What follows belongs to an exercise in optimizing a design on an open flow for small area, a short achievable clock period and few clock cycles per item; a production flow would make more cautious choices. The RTL was checked by simulation tests, not by an equivalence proof against the original design. No activity file was given, so power comes from the tool's default toggle rates.

`design.v`:
```
package fc_pkg;
    localparam int SAT_W = 64;
    function automatic int idx_w(input int n);
        if (n > 1) begin
            idx_w = $clog2(n);
        end else begin
            idx_w = 1;
        end
    endfunction
endpackage
module fc_mac_lane (
    input  logic                   clk,
    input  logic                   first,
    input  logic [4:0]             one,
    input  logic [4:0]             two,
    input  logic [4:0]             neg,
    input  logic [4:0]             nsg,
    input  logic [4:0]             nz,
    input  logic [8:0]             weight,
    input  logic [10:0]            bias,
    output logic [19:0]            res
);
    localparam logic [9:0] KC_HI = 10'd683;
    localparam logic [9:0] KC_HM = 10'd682;
    logic [18:0] r_a, r_b;
    logic [5:0] r_u;
    logic r_c;
    logic [18:0] x, bg;
    logic [24:0] k;
    logic [9:0] w1, w2;
    logic [53:0] fs, fc;
    logic [4:0] hs, hc;
    assign w1 = {weight[8], weight};
    assign w2 = {weight, 1'b0};
    assign k = {bias[10] ? KC_HM : KC_HI, {4{bias[10]}}, bias};
    assign x  = first ? k[18:0] : r_a;
    assign bg = first ? 19'd0 : r_b;
    logic [9:0] m0, pp0;
    assign m0 = ({10{one[0]}} & w1) | ({10{two[0]}} & w2);
    assign pp0 = {~((nz[0] & weight[8]) ^ nsg[0]), m0[8:0] ^ {9{neg[0]}}};
    logic [9:0] m1, pp1;
    assign m1 = ({10{one[1]}} & w1) | ({10{two[1]}} & w2);
    assign pp1 = {~((nz[1] & weight[8]) ^ nsg[1]), m1[8:0] ^ {9{neg[1]}}};
    logic [9:0] m2, pp2;
    assign m2 = ({10{one[2]}} & w1) | ({10{two[2]}} & w2);
    assign pp2 = {~((nz[2] & weight[8]) ^ nsg[2]), m2[8:0] ^ {9{neg[2]}}};
    logic [9:0] m3, pp3;
    assign m3 = ({10{one[3]}} & w1) | ({10{two[3]}} & w2);
    assign pp3 = {~((nz[3] & weight[8]) ^ nsg[3]), m3[8:0] ^ {9{neg[3]}}};
    logic [9:0] m4, pp4;
    assign m4 = ({10{one[4]}} & w1) | ({10{two[4]}} & w2);
    assign pp4 = {~((nz[4] & weight[8]) ^ nsg[4]), m4[8:0] ^ {9{neg[4]}}};
    assign fs[0] = neg[0] ^ x[0] ^ bg[0];
    assign fc[0] = (neg[0] & x[0]) | (bg[0] & (neg[0] ^ x[0]));
    assign fs[1] = x[1] ^ bg[1] ^ pp0[1];
    assign fc[1] = (x[1] & bg[1]) | (pp0[1] & (x[1] ^ bg[1]));
    assign fs[2] = neg[1] ^ x[2] ^ bg[2];
    assign fc[2] = (neg[1] & x[2]) | (bg[2] & (neg[1] ^ x[2]));
    assign fs[3] = pp0[2] ^ pp1[0] ^ fs[2];
    assign fc[3] = (pp0[2] & pp1[0]) | (fs[2] & (pp0[2] ^ pp1[0]));
    assign fs[4] = x[3] ^ bg[3] ^ pp0[3];
    assign fc[4] = (x[3] & bg[3]) | (pp0[3] & (x[3] ^ bg[3]));
    assign fs[5] = pp1[1] ^ fc[2] ^ fs[4];
    assign fc[5] = (pp1[1] & fc[2]) | (fs[4] & (pp1[1] ^ fc[2]));
    assign fs[6] = neg[2] ^ x[4] ^ bg[4];
    assign fc[6] = (neg[2] & x[4]) | (bg[4] & (neg[2] ^ x[4]));
    assign fs[7] = pp0[4] ^ pp1[2] ^ pp2[0];
    assign fc[7] = (pp0[4] & pp1[2]) | (pp2[0] & (pp0[4] ^ pp1[2]));
    assign fs[8] = fs[6] ^ fc[4] ^ fs[7];
    assign fc[8] = (fs[6] & fc[4]) | (fs[7] & (fs[6] ^ fc[4]));
    assign fs[9] = x[5] ^ bg[5] ^ pp0[5];
    assign fc[9] = (x[5] & bg[5]) | (pp0[5] & (x[5] ^ bg[5]));
    assign fs[10] = pp1[3] ^ pp2[1] ^ fc[6];
    assign fc[10] = (pp1[3] & pp2[1]) | (fc[6] & (pp1[3] ^ pp2[1]));
    assign fs[11] = fc[7] ^ fs[9] ^ fs[10];
    assign fc[11] = (fc[7] & fs[9]) | (fs[10] & (fc[7] ^ fs[9]));
    assign fs[12] = neg[3] ^ x[6] ^ bg[6];
    assign fc[12] = (neg[3] & x[6]) | (bg[6] & (neg[3] ^ x[6]));
    assign fs[13] = pp0[6] ^ pp1[4] ^ pp2[2];
    assign fc[13] = (pp0[6] & pp1[4]) | (pp2[2] & (pp0[6] ^ pp1[4]));
    assign fs[14] = pp3[0] ^ fs[12] ^ fc[9];
    assign fc[14] = (pp3[0] & fs[12]) | (fc[9] & (pp3[0] ^ fs[12]));
    assign fs[15] = fs[13] ^ fc[10] ^ fs[14];
    assign fc[15] = (fs[13] & fc[10]) | (fs[14] & (fs[13] ^ fc[10]));
    assign fs[16] = x[7] ^ bg[7] ^ pp0[7];
    assign fc[16] = (x[7] & bg[7]) | (pp0[7] & (x[7] ^ bg[7]));
    assign fs[17] = pp1[5] ^ pp2[3] ^ pp3[1];
    assign fc[17] = (pp1[5] & pp2[3]) | (pp3[1] & (pp1[5] ^ pp2[3]));
    assign fs[18] = fc[12] ^ fc[13] ^ fs[16];
    assign fc[18] = (fc[12] & fc[13]) | (fs[16] & (fc[12] ^ fc[13]));
    assign fs[19] = fs[17] ^ fc[14] ^ fs[18];
    assign fc[19] = (fs[17] & fc[14]) | (fs[18] & (fs[17] ^ fc[14]));
    assign fs[20] = neg[4] ^ x[8] ^ bg[8];
    assign fc[20] = (neg[4] & x[8]) | (bg[8] & (neg[4] ^ x[8]));
    assign fs[21] = pp0[8] ^ pp1[6] ^ pp2[4];
    assign fc[21] = (pp0[8] & pp1[6]) | (pp2[4] & (pp0[8] ^ pp1[6]));
    assign fs[22] = pp3[2] ^ pp4[0] ^ fs[20];
    assign fc[22] = (pp3[2] & pp4[0]) | (fs[20] & (pp3[2] ^ pp4[0]));
    assign fs[23] = fc[16] ^ fc[17] ^ fs[21];
    assign fc[23] = (fc[16] & fc[17]) | (fs[21] & (fc[16] ^ fc[17]));
    assign fs[24] = fc[18] ^ fs[22] ^ fs[23];
    assign fc[24] = (fc[18] & fs[22]) | (fs[23] & (fc[18] ^ fs[22]));
    assign fs[25] = x[9] ^ bg[9] ^ pp0[9];
    assign fc[25] = (x[9] & bg[9]) | (pp0[9] & (x[9] ^ bg[9]));
    assign fs[26] = pp1[7] ^ pp2[5] ^ pp3[3];
    assign fc[26] = (pp1[7] & pp2[5]) | (pp3[3] & (pp1[7] ^ pp2[5]));
    assign fs[27] = pp4[1] ^ fc[20] ^ fc[21];
    assign fc[27] = (pp4[1] & fc[20]) | (fc[21] & (pp4[1] ^ fc[20]));
    assign fs[28] = fs[25] ^ fs[26] ^ fc[22];
    assign fc[28] = (fs[25] & fs[26]) | (fc[22] & (fs[25] ^ fs[26]));
    assign fs[29] = fc[23] ^ fs[27] ^ fs[28];
    assign fc[29] = (fc[23] & fs[27]) | (fs[28] & (fc[23] ^ fs[27]));
    assign fs[30] = x[10] ^ bg[10] ^ pp1[8];
    assign fc[30] = (x[10] & bg[10]) | (pp1[8] & (x[10] ^ bg[10]));
    assign fs[31] = pp2[6] ^ pp3[4] ^ pp4[2];
    assign fc[31] = (pp2[6] & pp3[4]) | (pp4[2] & (pp2[6] ^ pp3[4]));
    assign fs[32] = fc[25] ^ fc[26] ^ fs[30];
    assign fc[32] = (fc[25] & fc[26]) | (fs[30] & (fc[25] ^ fc[26]));
    assign fs[33] = fs[31] ^ fc[27] ^ fs[32];
    assign fc[33] = (fs[31] & fc[27]) | (fs[32] & (fs[31] ^ fc[27]));
    assign fs[34] = x[11] ^ bg[11] ^ pp1[9];
    assign fc[34] = (x[11] & bg[11]) | (pp1[9] & (x[11] ^ bg[11]));
    assign fs[35] = pp2[7] ^ pp3[5] ^ pp4[3];
    assign fc[35] = (pp2[7] & pp3[5]) | (pp4[3] & (pp2[7] ^ pp3[5]));
    assign fs[36] = fc[30] ^ fc[31] ^ fs[34];
    assign fc[36] = (fc[30] & fc[31]) | (fs[34] & (fc[30] ^ fc[31]));
    assign fs[37] = fs[35] ^ fc[32] ^ fs[36];
    assign fc[37] = (fs[35] & fc[32]) | (fs[36] & (fs[35] ^ fc[32]));
    assign fs[38] = x[12] ^ bg[12] ^ pp2[8];
    assign fc[38] = (x[12] & bg[12]) | (pp2[8] & (x[12] ^ bg[12]));
    assign fs[39] = pp3[6] ^ pp4[4] ^ fc[34];
    assign fc[39] = (pp3[6] & pp4[4]) | (fc[34] & (pp3[6] ^ pp4[4]));
    assign fs[40] = fc[35] ^ fs[38] ^ fc[36];
    assign fc[40] = (fc[35] & fs[38]) | (fc[36] & (fc[35] ^ fs[38]));
    assign fs[41] = fs[39] ^ fc[37] ^ fs[40];
    assign fc[41] = (fs[39] & fc[37]) | (fs[40] & (fs[39] ^ fc[37]));
    assign fs[42] = x[13] ^ bg[13] ^ pp2[9];
    assign fc[42] = (x[13] & bg[13]) | (pp2[9] & (x[13] ^ bg[13]));
    assign fs[43] = pp3[7] ^ pp4[5] ^ fc[38];
    assign fc[43] = (pp3[7] & pp4[5]) | (fc[38] & (pp3[7] ^ pp4[5]));
    assign fs[44] = fs[42] ^ fc[39] ^ fs[43];
    assign fc[44] = (fs[42] & fc[39]) | (fs[43] & (fs[42] ^ fc[39]));
    assign fs[45] = x[14] ^ bg[14] ^ pp3[8];
    assign fc[45] = (x[14] & bg[14]) | (pp3[8] & (x[14] ^ bg[14]));
    assign fs[46] = pp4[6] ^ fc[42] ^ fs[45];
    assign fc[46] = (pp4[6] & fc[42]) | (fs[45] & (pp4[6] ^ fc[42]));
    assign fs[47] = fc[43] ^ fs[46] ^ fc[44];
    assign fc[47] = (fc[43] & fs[46]) | (fc[44] & (fc[43] ^ fs[46]));
    assign fs[48] = x[15] ^ bg[15] ^ pp3[9];
    assign fc[48] = (x[15] & bg[15]) | (pp3[9] & (x[15] ^ bg[15]));
    assign fs[49] = pp4[7] ^ fc[45] ^ fs[48];
    assign fc[49] = (pp4[7] & fc[45]) | (fs[48] & (pp4[7] ^ fc[45]));
    assign fs[50] = x[16] ^ bg[16] ^ pp4[8];
    assign fc[50] = (x[16] & bg[16]) | (pp4[8] & (x[16] ^ bg[16]));
    assign fs[51] = fc[48] ^ fs[50] ^ fc[49];
    assign fc[51] = (fc[48] & fs[50]) | (fc[49] & (fc[48] ^ fs[50]));
    assign fs[52] = x[17] ^ bg[17] ^ pp4[9];
    assign fc[52] = (x[17] & bg[17]) | (pp4[9] & (x[17] ^ bg[17]));
    assign fs[53] = x[18] ^ bg[18] ^ fc[52];
    assign fc[53] = (x[18] & bg[18]) | (fc[52] & (x[18] ^ bg[18]));
    assign hs[0] = fc[28] ^ fs[33];
    assign hc[0] = fc[28] & fs[33];
    assign hs[1] = fc[33] ^ fs[37];
    assign hc[1] = fc[33] & fs[37];
    assign hs[2] = fc[40] ^ fs[44];
    assign hc[2] = fc[40] & fs[44];
    assign hs[3] = fc[46] ^ fs[49];
    assign hc[3] = fc[46] & fs[49];
    assign hs[4] = fc[50] ^ fs[52];
    assign hc[4] = fc[50] & fs[52];
    always_ff @(posedge clk) begin
        r_a <= {hc[4], hs[4], hc[3], hs[3], hc[2], hs[2], hc[1], hc[0], hs[0], fc[24], fc[19], fc[15], fc[11], fc[8], fc[5], fc[3], fc[1], fc[0], pp0[0]};
        r_b <= {fs[53], fc[51], fs[51], fc[47], fs[47], fc[41], fs[41], hs[1], fc[29], fs[29], fs[24], fs[19], fs[15], fs[11], fs[8], fs[5], fs[3], fs[1], fs[0]};
        r_c <= fc[53];
        r_u <= first ? k[24:19] : r_u + 6'(r_c);
    end
    logic [24:0] acc_a, acc_b;
    assign acc_a = {r_u, r_a};
    assign acc_b = {5'd0, r_c, r_b};
    logic [24:0] cg, cp;
    assign cg = acc_a & acc_b;
    assign cp = acc_a ^ acc_b;
    logic lo_g0, lo_p0;
    assign lo_g0 = cg[1] | (cp[1] & cg[0]);
    assign lo_p0 = cp[1] & cp[0];
    logic lo_g1, lo_p1;
    assign lo_g1 = cg[3] | (cp[3] & cg[2]);
    assign lo_p1 = cp[3] & cp[2];
    logic lo_g2, lo_p2;
    assign lo_g2 = cg[5] | (cp[5] & cg[4]);
    assign lo_p2 = cp[5] & cp[4];
    logic lo_g3, lo_p3;
    assign lo_g3 = cg[7] | (cp[7] & cg[6]);
    assign lo_p3 = cp[7] & cp[6];
    logic lo_g4, lo_p4;
    assign lo_g4 = cg[9] | (cp[9] & cg[8]);
    assign lo_p4 = cp[9] & cp[8];
    logic lo_g5, lo_p5;
    assign lo_g5 = cg[11] | (cp[11] & cg[10]);
    assign lo_p5 = cp[11] & cp[10];
    logic lo_g6, lo_p6;
    assign lo_g6 = cg[13] | (cp[13] & cg[12]);
    assign lo_p6 = cp[13] & cp[12];
    logic lo_g7, lo_p7;
    assign lo_g7 = lo_g1 | (lo_p1 & lo_g0);
    assign lo_p7 = lo_p1 & lo_p0;
    logic lo_g8, lo_p8;
    assign lo_g8 = lo_g3 | (lo_p3 & lo_g2);
    assign lo_p8 = lo_p3 & lo_p2;
    logic lo_g9, lo_p9;
    assign lo_g9 = lo_g5 | (lo_p5 & lo_g4);
    assign lo_p9 = lo_p5 & lo_p4;
    logic lo_g10, lo_p10;
    assign lo_g10 = lo_g8 | (lo_p8 & lo_g7);
    assign lo_p10 = lo_p8 & lo_p7;
    logic lo_g11, lo_p11;
    assign lo_g11 = lo_g9 | (lo_p9 & lo_g10);
    assign lo_p11 = lo_p9 & lo_p10;
    logic lo_g12, lo_p12;
    assign lo_g12 = lo_g2 | (lo_p2 & lo_g7);
    assign lo_p12 = lo_p2 & lo_p7;
    logic lo_g13, lo_p13;
    assign lo_g13 = lo_g4 | (lo_p4 & lo_g10);
    assign lo_p13 = lo_p4 & lo_p10;
    logic lo_g14, lo_p14;
    assign lo_g14 = lo_g6 | (lo_p6 & lo_g11);
    assign lo_p14 = lo_p6 & lo_p11;
    logic lo_g15, lo_p15;
    assign lo_g15 = cg[2] | (cp[2] & lo_g0);
    assign lo_p15 = cp[2] & lo_p0;
    logic lo_g16, lo_p16;
    assign lo_g16 = cg[4] | (cp[4] & lo_g7);
    assign lo_p16 = cp[4] & lo_p7;
    logic lo_g17, lo_p17;
    assign lo_g17 = cg[6] | (cp[6] & lo_g12);
    assign lo_p17 = cp[6] & lo_p12;
    logic lo_g18, lo_p18;
    assign lo_g18 = cg[8] | (cp[8] & lo_g10);
    assign lo_p18 = cp[8] & lo_p10;
    logic lo_g19, lo_p19;
    assign lo_g19 = cg[10] | (cp[10] & lo_g13);
    assign lo_p19 = cp[10] & lo_p13;
    logic lo_g20, lo_p20;
    assign lo_g20 = cg[12] | (cp[12] & lo_g11);
    assign lo_p20 = cp[12] & lo_p11;
    logic lo_g21, lo_p21;
    assign lo_g21 = cg[14] | (cp[14] & lo_g14);
    assign lo_p21 = cp[14] & lo_p14;
    logic hi_g0, hi_p0;
    assign hi_g0 = cg[16] | (cp[16] & cg[15]);
    assign hi_p0 = cp[16] & cp[15];
    logic hi_g1, hi_p1;
    assign hi_g1 = cg[18] | (cp[18] & cg[17]);
    assign hi_p1 = cp[18] & cp[17];
    logic hi_g2, hi_p2;
    assign hi_g2 = cg[20] | (cp[20] & cg[19]);
    assign hi_p2 = cp[20] & cp[19];
    logic hi_g3, hi_p3;
    assign hi_g3 = cg[22] | (cp[22] & cg[21]);
    assign hi_p3 = cp[22] & cp[21];
    logic hi_g4, hi_p4;
    assign hi_g4 = cg[24] | (cp[24] & cg[23]);
    assign hi_p4 = cp[24] & cp[23];
    logic hi_g5, hi_p5;
    assign hi_g5 = hi_g1 | (hi_p1 & hi_g0);
    assign hi_p5 = hi_p1 & hi_p0;
    logic hi_g6, hi_p6;
    assign hi_g6 = hi_g3 | (hi_p3 & hi_g2);
    assign hi_p6 = hi_p3 & hi_p2;
    logic hi_g7, hi_p7;
    assign hi_g7 = hi_g6 | (hi_p6 & hi_g5);
    assign hi_p7 = hi_p6 & hi_p5;
    logic hi_g8, hi_p8;
    assign hi_g8 = hi_g2 | (hi_p2 & hi_g5);
    assign hi_p8 = hi_p2 & hi_p5;
    logic hi_g9, hi_p9;
    assign hi_g9 = hi_g4 | (hi_p4 & hi_g7);
    assign hi_p9 = hi_p4 & hi_p7;
    logic hi_g10, hi_p10;
    assign hi_g10 = cg[17] | (cp[17] & hi_g0);
    assign hi_p10 = cp[17] & hi_p0;
    logic hi_g11, hi_p11;
    assign hi_g11 = cg[19] | (cp[19] & hi_g5);
    assign hi_p11 = cp[19] & hi_p5;
    logic hi_g12, hi_p12;
    assign hi_g12 = cg[21] | (cp[21] & hi_g8);
    assign hi_p12 = cp[21] & hi_p8;
    logic hi_g13, hi_p13;
    assign hi_g13 = cg[23] | (cp[23] & hi_g7);
    assign hi_p13 = cp[23] & hi_p7;
    logic [14:0] lo_s;
    logic c15;
    logic [9:0] hi0, hi1;
    assign lo_s[0] = cp[0];
    assign lo_s[1] = cp[1] ^ cg[0];
    assign lo_s[2] = cp[2] ^ lo_g0;
    assign lo_s[3] = cp[3] ^ lo_g15;
    assign lo_s[4] = cp[4] ^ lo_g7;
    assign lo_s[5] = cp[5] ^ lo_g16;
    assign lo_s[6] = cp[6] ^ lo_g12;
    assign lo_s[7] = cp[7] ^ lo_g17;
    assign lo_s[8] = cp[8] ^ lo_g10;
    assign lo_s[9] = cp[9] ^ lo_g18;
    assign lo_s[10] = cp[10] ^ lo_g13;
    assign lo_s[11] = cp[11] ^ lo_g19;
    assign lo_s[12] = cp[12] ^ lo_g11;
    assign lo_s[13] = cp[13] ^ lo_g20;
    assign lo_s[14] = cp[14] ^ lo_g14;
    assign c15 = lo_g21;
    assign hi0[0] = cp[15];
    assign hi1[0] = ~cp[15];
    assign hi0[1] = cp[16] ^ cg[15];
    assign hi1[1] = cp[16] ^ (cg[15] | cp[15]);
    assign hi0[2] = cp[17] ^ hi_g0;
    assign hi1[2] = cp[17] ^ (hi_g0 | hi_p0);
    assign hi0[3] = cp[18] ^ hi_g10;
    assign hi1[3] = cp[18] ^ (hi_g10 | hi_p10);
    assign hi0[4] = cp[19] ^ hi_g5;
    assign hi1[4] = cp[19] ^ (hi_g5 | hi_p5);
    assign hi0[5] = cp[20] ^ hi_g11;
    assign hi1[5] = cp[20] ^ (hi_g11 | hi_p11);
    assign hi0[6] = cp[21] ^ hi_g8;
    assign hi1[6] = cp[21] ^ (hi_g8 | hi_p8);
    assign hi0[7] = cp[22] ^ hi_g12;
    assign hi1[7] = cp[22] ^ (hi_g12 | hi_p12);
    assign hi0[8] = cp[23] ^ hi_g7;
    assign hi1[8] = cp[23] ^ (hi_g7 | hi_p7);
    assign hi0[9] = cp[24] ^ hi_g13;
    assign hi1[9] = cp[24] ^ (hi_g13 | hi_p13);
    logic [8:0] eq_z, eq_o;
    assign eq_z[0] = (acc_a[15] | acc_b[15]) == cp[16];
    assign eq_o[0] = (acc_a[15] & acc_b[15]) != cp[16];
    assign eq_z[1] = (acc_a[16] | acc_b[16]) == cp[17];
    assign eq_o[1] = (acc_a[16] & acc_b[16]) != cp[17];
    assign eq_z[2] = (acc_a[17] | acc_b[17]) == cp[18];
    assign eq_o[2] = (acc_a[17] & acc_b[17]) != cp[18];
    assign eq_z[3] = (acc_a[18] | acc_b[18]) == cp[19];
    assign eq_o[3] = (acc_a[18] & acc_b[18]) != cp[19];
    assign eq_z[4] = (acc_a[19] | acc_b[19]) == cp[20];
    assign eq_o[4] = (acc_a[19] & acc_b[19]) != cp[20];
    assign eq_z[5] = (acc_a[20] | acc_b[20]) == cp[21];
    assign eq_o[5] = (acc_a[20] & acc_b[20]) != cp[21];
    assign eq_z[6] = (acc_a[21] | acc_b[21]) == cp[22];
    assign eq_o[6] = (acc_a[21] & acc_b[21]) != cp[22];
    assign eq_z[7] = (acc_a[22] | acc_b[22]) == cp[23];
    assign eq_o[7] = (acc_a[22] & acc_b[22]) != cp[23];
    assign eq_z[8] = (acc_a[23] | acc_b[23]) == cp[24];
    assign eq_o[8] = (acc_a[23] & acc_b[23]) != cp[24];
    logic all_z, all_o, ovf0, ovf1;
    assign all_z = &eq_z;
    assign all_o = &eq_o;
    assign ovf0 = !((all_z && !cp[15]) || (all_o && cp[15]));
    assign ovf1 = !((all_z && cp[15]) || (all_o && !cp[15]));
    assign res = {hi1[9], hi0[9], ovf1, ovf0, c15, lo_s};
endmodule
module fc_layer_engine #(
    parameter int N_IN  = 64,
    parameter int N_OUT = 16,
    parameter int DW    = 10,
    parameter int WW    = 9,
    parameter int BW    = 11,
    parameter int ACCW  = 25,
    parameter int OW    = 16,
    parameter int SHIFT = 0
) (
    input  logic                       clk,
    input  logic                       rst_n,
    input  logic                       in_valid,
    input  logic [DW-1:0]              in_data,
    output logic                       in_ready,
    output logic [fc_pkg::idx_w(N_IN)-1:0] w_addr,
    input  logic [N_OUT*WW-1:0]        weight,
    input  logic [N_OUT*BW-1:0]        bias,
    output logic                       out_valid,
    input  logic                       out_ready,
    output logic [OW-1:0]              out_data,
    output logic [fc_pkg::idx_w(N_OUT)-1:0] out_idx,
    output logic                       layer_done
);
    localparam int IN_W  = fc_pkg::idx_w(N_IN);
    localparam int OUT_W = fc_pkg::idx_w(N_OUT);
    localparam int ND    = (DW + 1) / 2;       
    localparam int RW    = OW + 4;             
    logic                   r_in_ready;
    logic                   r_in_stall;  
    logic [IN_W-1:0]        r_in_cnt;
    logic                   r_cnt_zero;  
    logic                   r_cnt_last;  
    logic                   r_pend;      
    logic                   r_last;      
    logic                   r_fin;       
    logic                   r_ob_full;   
    logic [OUT_W-1:0]       r_rd_idx;    
    logic                   r_rd_last;   
    logic [N_OUT-1:0]       r_rd_oh;     
    logic                   r_out_valid;
    logic                   r_out_vint;  
    logic [OUT_W-1:0]       r_out_idx;
    logic                   r_out_last;  
    logic [OW-1:0]          r_out_data;
    logic [OW-1:0]          r_out_q;     
    logic [OW-1:0]          w_out_new;
    logic                   r_done;
    logic [RW-1:0]          r_obuf [N_OUT];
    logic [RW-1:0]          w_raw  [N_OUT];
    localparam int NG = 4;
    logic [ND-1:0]          g_one [NG];
    logic [ND-1:0]          g_two [NG];
    logic [ND-1:0]          g_neg [NG];
    logic [ND-1:0]          g_nsg [NG];
    logic [ND-1:0]          g_nz  [NG];
    logic                   g_first [NG];
    logic [N_OUT*WW-1:0]    r_w;
    logic [N_OUT*BW-1:0]    r_bias;      
    logic                   w_in_fire;
    logic                   w_out_fire;
    logic                   w_capture;
    logic                   w_move;
    logic [IN_W-1:0]        w_in_cnt_n;
    logic                   w_pend_n;
    logic                   w_ob_full_n;
    logic                   w_in_ready_n;
    logic [ND-1:0]          w_one, w_two, w_neg;
    logic [DW:0]            w_xe;
    logic [RW-1:0]          w_rd;
    logic                   w_sgn, w_ovf;
    assign in_ready   = r_in_ready;
    assign w_addr     = r_in_cnt;
    assign out_valid  = r_out_valid;
    assign out_idx    = r_out_idx;
    assign out_data   = r_out_q;
    assign layer_done = r_done;
    assign w_in_fire  = in_valid && !r_in_stall;
    assign w_out_fire = r_out_vint && out_ready;
    assign w_capture  = r_fin && !r_ob_full;
    assign w_move     = r_ob_full && (!r_out_vint || out_ready);
    assign w_in_cnt_n  = w_in_fire ? r_in_cnt + IN_W'(1) : r_in_cnt;
    assign w_pend_n    = (w_in_fire && r_cnt_last) || (r_pend && !w_capture);
    assign w_ob_full_n = w_capture || (r_ob_full && !(w_move && r_rd_last));
    assign w_in_ready_n = !(w_in_fire ? r_cnt_last : r_cnt_zero) || !w_pend_n || !w_ob_full_n;
    assign w_xe = {in_data, 1'b0};
    genvar d;
    generate
        for (d = 0; d < ND; d++) begin : g_booth
            logic b2, b1, b0;
            assign b0 = w_xe[2*d];
            assign b1 = w_xe[2*d+1];
            assign b2 = (2*d+2 <= DW) ? w_xe[2*d+2] : w_xe[DW];
            assign w_one[d] = b1 ^ b0;
            assign w_two[d] = (b2 & ~b1 & ~b0) | (~b2 & b1 & b0);
            assign w_neg[d] = b2 & ~(b1 & b0);
        end
    endgenerate
    always_ff @(posedge clk or negedge rst_n) begin
        if (!rst_n) begin
            r_in_ready  <= 1'b0;
            r_in_stall  <= 1'b1;
            r_in_cnt    <= '0;
            r_cnt_zero  <= 1'b1;
            r_cnt_last  <= 1'b0;
            r_pend      <= 1'b0;
            r_last      <= 1'b0;
            r_fin       <= 1'b0;
            r_ob_full   <= 1'b0;
            r_rd_idx    <= '0;
            r_rd_last   <= 1'b0;
            r_out_valid <= 1'b0;
            r_out_vint  <= 1'b0;
            r_out_idx   <= '0;
            r_out_last  <= 1'b0;
            r_done      <= 1'b0;
        end else begin
            r_in_cnt    <= w_in_cnt_n;
            r_cnt_zero  <= (w_in_cnt_n == '0);
            r_cnt_last  <= (w_in_cnt_n == IN_W'(N_IN - 1));
            r_pend      <= w_pend_n;
            r_in_ready  <= w_in_ready_n;
            r_in_stall  <= !w_in_ready_n;
            r_last      <= w_in_fire && r_cnt_last;
            r_fin       <= r_last || (r_fin && !w_capture);
            r_ob_full   <= w_ob_full_n;
            if (w_capture) begin
                r_rd_idx  <= '0;
                r_rd_last <= 1'b0;
            end else if (w_move) begin
                r_rd_idx  <= r_rd_idx + OUT_W'(1);
                r_rd_last <= (r_rd_idx == OUT_W'(N_OUT - 2));
            end
            if (w_move) begin
                r_out_valid <= 1'b1;
                r_out_vint  <= 1'b1;
                r_out_idx   <= r_rd_idx;
                r_out_last  <= r_rd_last;
            end else if (w_out_fire) begin
                r_out_valid <= 1'b0;
                r_out_vint  <= 1'b0;
            end
            r_done      <= w_out_fire && r_out_last;
        end
    end
    always_ff @(posedge clk) begin
        r_w <= weight;
        r_bias <= bias;
    end
    genvar g;
    generate
        for (g = 0; g < NG; g++) begin : g_stage1
            logic [ND-1:0] one_q, two_q, neg_q, nsg_q, nz_q;
            logic          first_q;
            logic [ND-1:0] one_d, two_d, neg_d, nsg_d, nz_d;
            logic          first_d;
            localparam bit INV = (g % 2) == 1;
            logic fire;
            assign fire    = (g < 2) ? (in_valid && r_in_ready) : (in_valid && !r_in_stall);
            assign one_d   = fire ? w_one : '0;
            assign two_d   = fire ? w_two : '0;
            assign neg_d   = fire ? w_neg : '0;
            assign nsg_d   = fire ? w_neg : '1;
            assign nz_d    = fire ? (w_one | w_two) : '0;
            assign first_d = fire && r_cnt_zero;
            always_ff @(posedge clk) begin
                one_q   <= INV ? ~one_d : one_d;
                two_q   <= INV ? ~two_d : two_d;
                neg_q   <= INV ? ~neg_d : neg_d;
                nsg_q   <= INV ? ~nsg_d : nsg_d;
                nz_q    <= INV ? ~nz_d  : nz_d;
                first_q <= INV ? ~first_d : first_d;
            end
            assign g_one[g]   = INV ? ~one_q : one_q;
            assign g_two[g]   = INV ? ~two_q : two_q;
            assign g_neg[g]   = INV ? ~neg_q : neg_q;
            assign g_nsg[g]   = INV ? ~nsg_q : nsg_q;
            assign g_nz[g]    = INV ? ~nz_q  : nz_q;
            assign g_first[g] = INV ? ~first_q : first_q;
        end
    endgenerate
    genvar k;
    generate
        for (k = 0; k < N_OUT; k++) begin : g_lane
            localparam int G = k / (N_OUT / NG);
            fc_mac_lane u_lane (
                .clk    (clk),
                .first  (g_first[G]),
                .one    (g_one[G]),
                .two    (g_two[G]),
                .neg    (g_neg[G]),
                .nsg    (g_nsg[G]),
                .nz     (g_nz[G]),
                .weight (r_w[k*WW +: WW]),
                .bias   (r_bias[k*BW +: BW]),
                .res    (w_raw[k])
            );
        end
    endgenerate
    always_ff @(posedge clk) begin
        if (w_capture) begin
            for (int i = 0; i < N_OUT; i++) begin
                r_obuf[i] <= w_raw[i];
            end
        end
    end
    always_ff @(posedge clk) begin
        if (w_capture) begin
            r_rd_oh <= N_OUT'(1);
        end else if (w_move) begin
            r_rd_oh <= {r_rd_oh[N_OUT-2:0], r_rd_oh[N_OUT-1]};
        end
    end
    always_comb begin
        w_rd = '0;
        for (int i = 0; i < N_OUT; i++) begin
            w_rd = w_rd | (r_rd_oh[i] ? r_obuf[i] : '0);
        end
    end
    assign w_sgn = w_rd[OW-1] ? w_rd[OW+3] : w_rd[OW+2];
    assign w_ovf = w_rd[OW-1] ? w_rd[OW+1] : w_rd[OW];
    assign w_out_new = {w_sgn, w_ovf ? {(OW-1){!w_sgn}} : w_rd[OW-2:0]};
    always_ff @(posedge clk) begin
        r_out_data <= w_move ? w_out_new : r_out_q;
        r_out_q    <= w_move ? w_out_new : r_out_data;
    end
endmodule
```
`flow/run.sh`:
```
#!/bin/bash
# Own layout flow, built on the standard flow (standard.sh):
#  1. the standard synthesis, unchanged (bash standard.sh synth);
#  2. flow/polarity.py re-wires the inverters around full-adder cells in the synthesized
#     netlist (a full adder fed complemented inputs gives complemented outputs), which removes
#     inverters; no flip-flop, port or other cell changes (the original netlist is kept as
#     1_2_yosys.std.v);
#  3. the standard ORFS layout steps (bash standard.sh finish) with the port buffers made of
#     plain buffers and a larger setup-repair margin, so that timing repair keeps working
#     towards a shorter clock period. The clock period and constraints are the design's.
# Each step writes its full output to a log file of its own in this folder.
set -euo pipefail
MARGIN=$(cat flow/margin.txt)
R=orfs/results/${FLOW_PLATFORM:-sky130hd}/fc_layer_engine/base
bash standard.sh synth > synth.log 2>&1
cp "$R/1_2_yosys.v" "$R/1_2_yosys.std.v"
python3 flow/polarity.py "$R/1_2_yosys.std.v" "$R/1_2_yosys.pol.v" > polarity.log 2>&1
mv "$R/1_2_yosys.pol.v" "$R/1_2_yosys.v"
rm -f "$R/1_synth.odb" "$R/1_synth.sdc"
bash standard.sh finish SETUP_SLACK_MARGIN="$MARGIN" \
    BUFFER_PORTS_ARGS="-buffer_cell sky130_fd_sc_hd__buf_1" > layout.log 2>&1
test -f out/final.def
```
`flow/margin.txt`:
```
5.4
```
`flow/polarity.py`:
```
#!/usr/bin/env python3
"""Re-wire inverters around full-adder cells in a flat Yosys netlist.

A full adder with all three inputs complemented produces both outputs complemented, so each
fa cell may be fed complemented inputs if its readers are given complemented outputs. This
picks, per fa cell, whether to do so (local search) to minimise the inverters needed, then
writes the netlist with the inverters rebuilt: one inverter per net that some reader needs
complemented. Only inverter cells and the nets around fa cells change; other cells, the
flip-flops and the ports stay as they are.
usage: polarity.py in.v out.v
"""
import re
import sys
import random
from collections import defaultdict

INV_RE = re.compile(r'^sky130_fd_sc_hd__(inv|clkinv)_\d+$')
FA_RE = re.compile(r'^sky130_fd_sc_hd__fa_\d+$')


def main():
    src = open(sys.argv[1]).read()
    m = re.search(r'(module\s+(\w+)\s*\(.*?\);)(.*?)(endmodule)', src, re.S)
    head, body = m.group(1), m.group(3)
    # split body into statements
    stmts = [s.strip() for s in re.split(r';', body) if s.strip()]
    decls, cells, assigns = [], [], []
    for s in stmts:
        if re.match(r'^(input|output|inout|wire|reg)\b', s):
            decls.append(s)
        elif s.startswith('assign'):
            assigns.append(s)
        else:
            mm = re.match(r'^(\S+)\s+(\S+)\s*\((.*)\)$', s, re.S)
            if not mm:
                raise SystemExit(f"cannot parse: {s[:80]}")
            typ, name, conns = mm.groups()
            pins = {}
            for p, n in re.findall(r'\.(\w+)\(([^()]*)\)', conns):
                pins[p] = n.strip()
            cells.append([typ, name, pins])
    outpins = {'X', 'Y', 'Q', 'Q_N', 'SUM', 'COUT', 'HI', 'LO'}
    # inverter graph
    inv_of = {}  # output net -> input net
    for typ, name, pins in cells:
        if INV_RE.match(typ):
            inv_of[pins['Y']] = pins['A']

    def resolve(net):
        """net -> (base net, parity) through inverter chains"""
        p = 0
        seen = 0
        while net in inv_of:
            net = inv_of[net]
            p ^= 1
            seen += 1
            if seen > 100:
                raise SystemExit("inverter loop")
        return net, p

    assign_nets = set()
    for a in assigns:
        for n in re.findall(r"[A-Za-z_\\][\w\\\[\]\.$:]*(?:\[\d+\])?", a):
            assign_nets.add(n)
    port_nets = set()
    for d in decls:
        if d.startswith('output'):
            for n in re.findall(r'(\w+)\s*$', d):
                port_nets.add(n)
    fa_cells = [c for c in cells if FA_RE.match(c[0])]
    fa_index = {c[1]: i for i, c in enumerate(fa_cells)}
    fa_out = {}  # base net -> fa idx driving it
    for i, (typ, name, pins) in enumerate(fa_cells):
        for p in ('SUM', 'COUT'):
            if p in pins and pins[p]:
                fa_out[pins[p]] = i
    # readers: list of (base net, parity, consumer fa idx or -1, cell ref, pin)
    readers = []
    for ci, (typ, name, pins) in enumerate(cells):
        if INV_RE.match(typ):
            continue
        for p, n in pins.items():
            if p in outpins or n == '' or p == 'CLK':
                continue
            b, par = resolve(n)
            fi = fa_index.get(name, -1) if FA_RE.match(typ) else -1
            readers.append([b, par, fi, ci, p])
    fixed_reads = []
    for n in assign_nets | port_nets:
        if n in inv_of:
            b, par = resolve(n)
            fixed_reads.append((b, par, n))
    by_net = defaultdict(list)
    for r in readers:
        by_net[r[0]].append(r)
    for b, par, n in fixed_reads:
        by_net[b].append([b, par, -1, None, n])
    nets_of_fa = defaultdict(set)
    for b, rs in by_net.items():
        if b in fa_out:
            nets_of_fa[fa_out[b]].add(b)
        for r in rs:
            if r[2] >= 0:
                nets_of_fa[r[2]].add(b)
    x = [0] * len(fa_cells)

    def net_cost(b):
        xd = x[fa_out[b]] if b in fa_out else 0
        need = False
        for r in by_net[b]:
            xc = x[r[2]] if r[2] >= 0 else 0
            if r[1] ^ xd ^ xc:
                need = True
                break
        return 1 if need else 0

    def total():
        return sum(net_cost(b) for b in by_net)

    before_inv = sum(1 for c in cells if INV_RE.match(c[0]))
    best = total()
    sys.stderr.write(f"inverter cells before: {before_inv}, needed with no flips: {best}\n")
    best_x = list(x)
    best_c = best
    for seed in range(6):
        rng = random.Random(seed)
        x[:] = [0] * len(fa_cells) if seed == 0 else [rng.randint(0, 1) for _ in fa_cells]
        order = list(range(len(fa_cells)))
        for it in range(60):
            improved = False
            rng.shuffle(order)
            for i in order:
                nets = nets_of_fa[i]
                c0 = sum(net_cost(b) for b in nets)
                x[i] ^= 1
                c1 = sum(net_cost(b) for b in nets)
                if c1 < c0 or (c1 == c0 and rng.random() < 0.3):
                    improved |= c1 < c0
                else:
                    x[i] ^= 1
            if not improved and it > 10:
                break
        c = total()
        if c < best_c:
            best_c, best_x = c, list(x)
    x[:] = best_x
    after = total()
    sys.stderr.write(f"needed after flips: {after}, flipped fa: {sum(x)}\n")
    # rebuild: drop all inverters; for each base net that needs a complement, one inverter
    new_cells = []
    for c in cells:
        if not INV_RE.match(c[0]):
            new_cells.append(c)
    comp = {}
    k = 0

    def comp_net(b):
        nonlocal k
        if b not in comp:
            nn = f"_pinv{k}_"
            k += 1
            comp[b] = nn
            new_cells.append(["sky130_fd_sc_hd__inv_1", f"_pinvc{k}_", {"A": b, "Y": nn}])
        return comp[b]

    extra_assign = []
    for b, rs in by_net.items():
        xd = x[fa_out[b]] if b in fa_out else 0
        for r in rs:
            xc = x[r[2]] if r[2] >= 0 else 0
            need = r[1] ^ xd ^ xc
            if r[3] is None:
                # a net read by an assign/port: drive it from b or its complement
                extra_assign.append((r[4], comp_net(b) if need else b))
                continue
            cells[r[3]][2][r[4]] = comp_net(b) if need else b
    # fa outputs keep their nets; every reference now uses base nets or new complements
    # the outputs of flipped fa cells carry complemented values: give those nets new names
    ren = {}
    for i, (typ, name, pins) in enumerate(fa_cells):
        if x[i]:
            for p in ('SUM', 'COUT'):
                if p in pins and pins[p]:
                    ren[pins[p]] = f"_pflip{len(ren)}_"
    for i, c in enumerate(fa_cells):
        if x[i]:
            c[1] = c[1] + "_pf" if not c[1].startswith("\\") else c[1] + "_pf"
    for b in list(ren):
        if b in port_nets or b in assign_nets:
            raise SystemExit(f"flipped fa drives a port or assign: {b}")
    for c in new_cells:
        for p in list(c[2]):
            if c[2][p] in ren:
                c[2][p] = ren[c[2][p]]
    extra_assign = [(l, ren.get(r, r)) for l, r in extra_assign]

    def esc(n):
        return n + " " if n.startswith("\\") else n

    out = [head]
    for d in decls:
        out.append("  " + d + " ;")
    for nn in list(comp.values()) + list(ren.values()):
        out.append(f"  wire {nn};")
    for typ, name, pins in new_cells:
        conns = ", ".join(f".{p}({esc(n)})" for p, n in pins.items())
        out.append(f"  {typ} {esc(name)} ({conns});")
    for a in assigns:
        out.append("  " + a + " ;")
    for lhs, rhs in extra_assign:
        out.append(f"  assign {esc(lhs)} = {esc(rhs)};")
    out.append("endmodule")
    open(sys.argv[2], 'w').write("\n".join(out) + "\n")
    sys.stderr.write(f"inverter cells after: {len(comp)}\n")


if __name__ == "__main__":
    main()
```
`standard.sh`:
```
#!/bin/bash
# synth_recipe.tcl (not shown) runs the flow's synth.tcl, then flattens the netlist and writes it again
# the make line also repeats each setting of config.mk as NAME=value (left out here)
make -C /OpenROAD-flow-scripts/flow DESIGN_CONFIG=/design/flow/config.mk WORK_HOME=/design/flow/orfs CLKGATE_MAP_FILE= SYNTH_SCRIPT=/design/flow/synth_recipe.tcl "${@:-finish}"
```
`config.mk`:
```
export PLATFORM = sky130hd
export DESIGN_NAME = fc_layer_engine
export DESIGN_NICKNAME = fc_layer_engine
export VERILOG_FILES = /design/flow/design.v
export SDC_FILE = /design/flow/constraint.sdc
export NUM_CORES = 4
export LEC_CHECK = 0
export CAP_MARGIN = 20
export CORE_MARGIN = 2
export CORE_UTILIZATION = 62
export CTS_CLUSTER_DIAMETER = 100
export CTS_CLUSTER_SIZE = 25
export SETUP_SLACK_MARGIN = 5.0
export SLEW_MARGIN = 20
```
`constraint.sdc`:
```
create_clock -name core_clock -period 8.5 [get_ports {clk}]
set_input_delay 1.7000 -clock core_clock [delete_from_list [all_inputs] [get_ports {clk}]]
set_output_delay 1.7000 -clock core_clock [all_outputs]
set_load 0.01 [all_outputs]
```
==> results.toml <==
[run_status]
status = "complete, no violations"

[routing]
routed_wl_um = 286000
post-route-drc-count = 0
drt_iter0_markers = 6323
vias = 62577
drt-vias-per-instance = 6.11
avgRoutedWirePerCell_um = 27.9
antenna_left = 0
drtPass1Iterations = 6

[synthesis]
synthCells = 8015
synth.net_count = 9892
synth.avg_cell_area_um2 = 11.5
synth_area_um2 = 92100
yosys_warnings = 17

[clocking]
cts_buffer_depth = 3
clk_pin_slew_ps = 110
clk_latency_ps = 730
clock-root-buffer = "clkbuf_16"
cts_sinks = 1538
cts_tree = "yes"
numCtsBuffers = 74
htreeDepth = 3
cts_hold_buf = 0

[sta]
fin_skew_ps = 23.0
max_slew.worst_pin.slew_ps = 1220
max_freq_mhz = 314
rsz0062_at_grt = "yes"
period_share_pct = 37.5
period_minus_slack_ps = 3190
slew_headroom_pct = 18.4
setup_violations = 0
hold_violations = 0
tns_ps = 0
maxSlewViolCount = 0

[die]
ios = 363
die_h_um = 389
fp-row-count = 141
core_um2 = 148000
die_area_um2 = 152000
die_w_um = 389
start_util_pct = 62.4

[setup_path]
path_class = "reg2reg"
timing.critical_path.cells = "ha_4 > fa_2 > inv_2 > nor2b_4 > o31a_1 > a311o_1 > buf_4 > a21o_1 > fa_1 > xor2_1"
path_delay_family = "adder cells"
cp_num_cells = 10
end_kind = "register"
timing.critical_path.buf_inv = 2
crit_arrival_ps = 3650
start_kind = "register"
slowest_stage = "xor2_1"
critPathMaxStageDelay_ps = 470
rr_worst_depth = 10
worst-path-max-fanout = 2
worst-endpoint-required_ps = 8970

[power]
vdd_drop_max_mv = 0.268
power.leakage_nw = 42.1
cellPowerDensity_nw_per_um2 = 388

[final_layout]
nFillCells = 11242
area.sequential_um2 = 34300
fin_nets = 10127
multi_input_area_um2 = 54100
design_area_um2 = 101000
drive_gt1_share_pct = 8.19
area_growth_pct = 9.21

[global_routing]
grt_pass1_vias = 63520
grt_pass1_wl_um = 415000
antenna_found_initial = 22
grt_usage_pct = 37.3
grt_start_max_net_pins = 93
grt-ovfl-total = 0

[placed_design]
dp_hpwl_um = 205000
portBuffers = 362
gp_congestion = 1.04
place_area_um2 = 95000

[hold_path]
hold_path.class = "reg2reg"
hold_path_depth = 2

[flow_run]
maxCapViolCount = 0
metal layers:
| metal | vias up | part of all wire [%] | global-route usage [%] |
|---|---|---|---|
| met5 | - | 0.074 | 0 |
| met4 | 32 | 5.4 | 16.2 |
| met3 | 636 | 10 | 9.67 |
| met2 | 3105 | 45 | 58.1 |
| met1 | 31685 | 39 | 49.5 |
| li1 | 27119 | - | - |
power breakdown:
part | internal [mW] | switching (mW) | total (mW)
Sequential | 10.4 | 1.91 | 12.3
Clock | 1.84 | 2.51 | 4.35
Combinational | 9.73 | 12.7 | 22.4
area by class of cell:
cell class                      instances  share of cell area (%)
Sequential cell                      1538                    34.1
Multi-Input combinational cell       5294                    53.8
Clock buffer                          116                    2.17
Inverter                              733                    2.79
Clock inverter                         13                   0.129
Tap cell                             1930                    2.40
Timing Repair Buffer                  608                    4.57
Timing Repair inverter                  1                 0.00746
Antenna cell                            3                 0.00746
worst register-to-register path: stages (launching register included):
cell     delay [ps]
dfxtp_2         350
ha_4            160
fa_2            360
inv_2            80
nor2b_4          60
o31a_1          310
a311o_1         350
buf_4           160
a21o_1          190
fa_1            440
xor2_1          470
worst paths after layout:
kind	start	endpoint	slack (ps)
setup / recovery	g_lane[3].u_lane.r_b[0]	r_obuf[3][9]	5310
hold reg to reg	r_out_data[8]	r_out_q[8]	440
setup reg to reg	g_lane[3].u_lane.r_b[0]	r_obuf[3][9]	5310
max in group asynchronous	rst_n	r_in_cnt[5]	6750
min in group asynchronous	rst_n	r_out_vint	1080
hold / removal	r_out_data[8]	r_out_q[8]	440
metrics by stage:
| stage | worst slack [ps] | hold slack, ps | power [mW] | instances | util, % |
|---|---|---|---|---|---|
| final | 5310 | 438 | 39.1 | 10236 | 68.1 |
| after global routing | 5280 | 461 | 42.4 | 10234 | 68.1 |
| after CTS | 5320 | 439 | 38.9 | 10144 | 67.1 |
| after detailed placement | 4610 | 415 | 33.9 | 9953 | 64.4 |
| after global placement | 4660 | 412 | 32.8 | 9953 | 64.4 |
| after floorplan | 2760 | 399 | 26.2 | 8015 | - |
placed cells by master, fill, tap and decap left out, types with 28 or more instances in the layout:
| cell | n |
|---|---|
| a22oi_1 | 320 |
| fa_2 | 39 |
| and2_1 | 130 |
| o22ai_1 | 320 |
| o21ai_0 | 106 |
| buf_1 | 354 |
| ha_1 | 512 |
| mux2_2 | 81 |
| nor4_1 | 33 |
| nand2_1 | 391 |
| nor2_1 | 175 |
| a22o_1 | 80 |
| xor2_1 | 305 |
| a221oi_1 | 70 |
| nor2b_1 | 97 |
| edfxtp_1 | 320 |
| dfxtp_1 | 1105 |
| clkbuf_16 | 97 |
| xnor2_1 | 795 |
| a21o_1 | 40 |
| mux2i_1 | 126 |
| nand3_1 | 96 |
| buf_12 | 28 |
| nand2b_1 | 184 |
| inv_1 | 714 |
| dfxtp_2 | 57 |
| a31oi_1 | 32 |
| a21oi_1 | 89 |
| nand4_1 | 86 |
| buf_4 | 136 |
| dfxtp_4 | 30 |
| fa_1 | 985 |
| clkbuf_1 | 33 |
flip-flops by register name, summed over array words and instances (netlist names), 16 cells and up:
register,flops
g_lane.u_lane.r_b,304
g_stage1.neg_q,20
g_lane.u_lane.r_a,304
g_stage1.nsg_q,20
g_stage1.one_q,20
r_out_q,16
g_stage1.two_q,20
r_bias,176
r_rd_oh,16
r_out_data,16
g_lane.u_lane.r_u,96
g_stage1.nz_q,20
r_obuf,320
r_w,144
g_lane.u_lane.r_c,16
repair_timing:
item                                   4_1_cts  5_1_grt
pin swaps                                   55       23
resized for setup                          222      168
buffers inserted                            46       71
gates cloned                                16       16
endpoints found under the hold margin        0        0
setup endpoints to repair                  484      195
Testbench counts, summed over its fixed seeds: cycles 12,440, items 192.

## afterwards: timing with drivers on the ports
Ports are ideal in the flow. The routed layout listed here was re-timed in OpenROAD. Step 1 sets driving cells, clkbuf_16 on the clock port and buf_2 on the other inputs (assumed; they add their load-dependent delay and slew). Step 2 moves the port delays by t, midway between the first and last clock arrival at a register: inputs arrive t later, outputs are due t later. That takes back most of the time a late clock gives input paths. a / b / c = no drivers / after step 1 / after step 2; a / b = the first two.
t (ns): 0.810
setup WS [ns]: 5.314 / 5.302 / 4.906
latest minus earliest clock arrival (ns): 0.024 / 0.025
worst data-port slew with drivers (ns): 0.21
cell pins on the clock port's net: 1
After both steps setup and hold are still met in this run. The setup slack of this run moves by -0.012 ns with the drivers and by -0.408 ns with both steps.
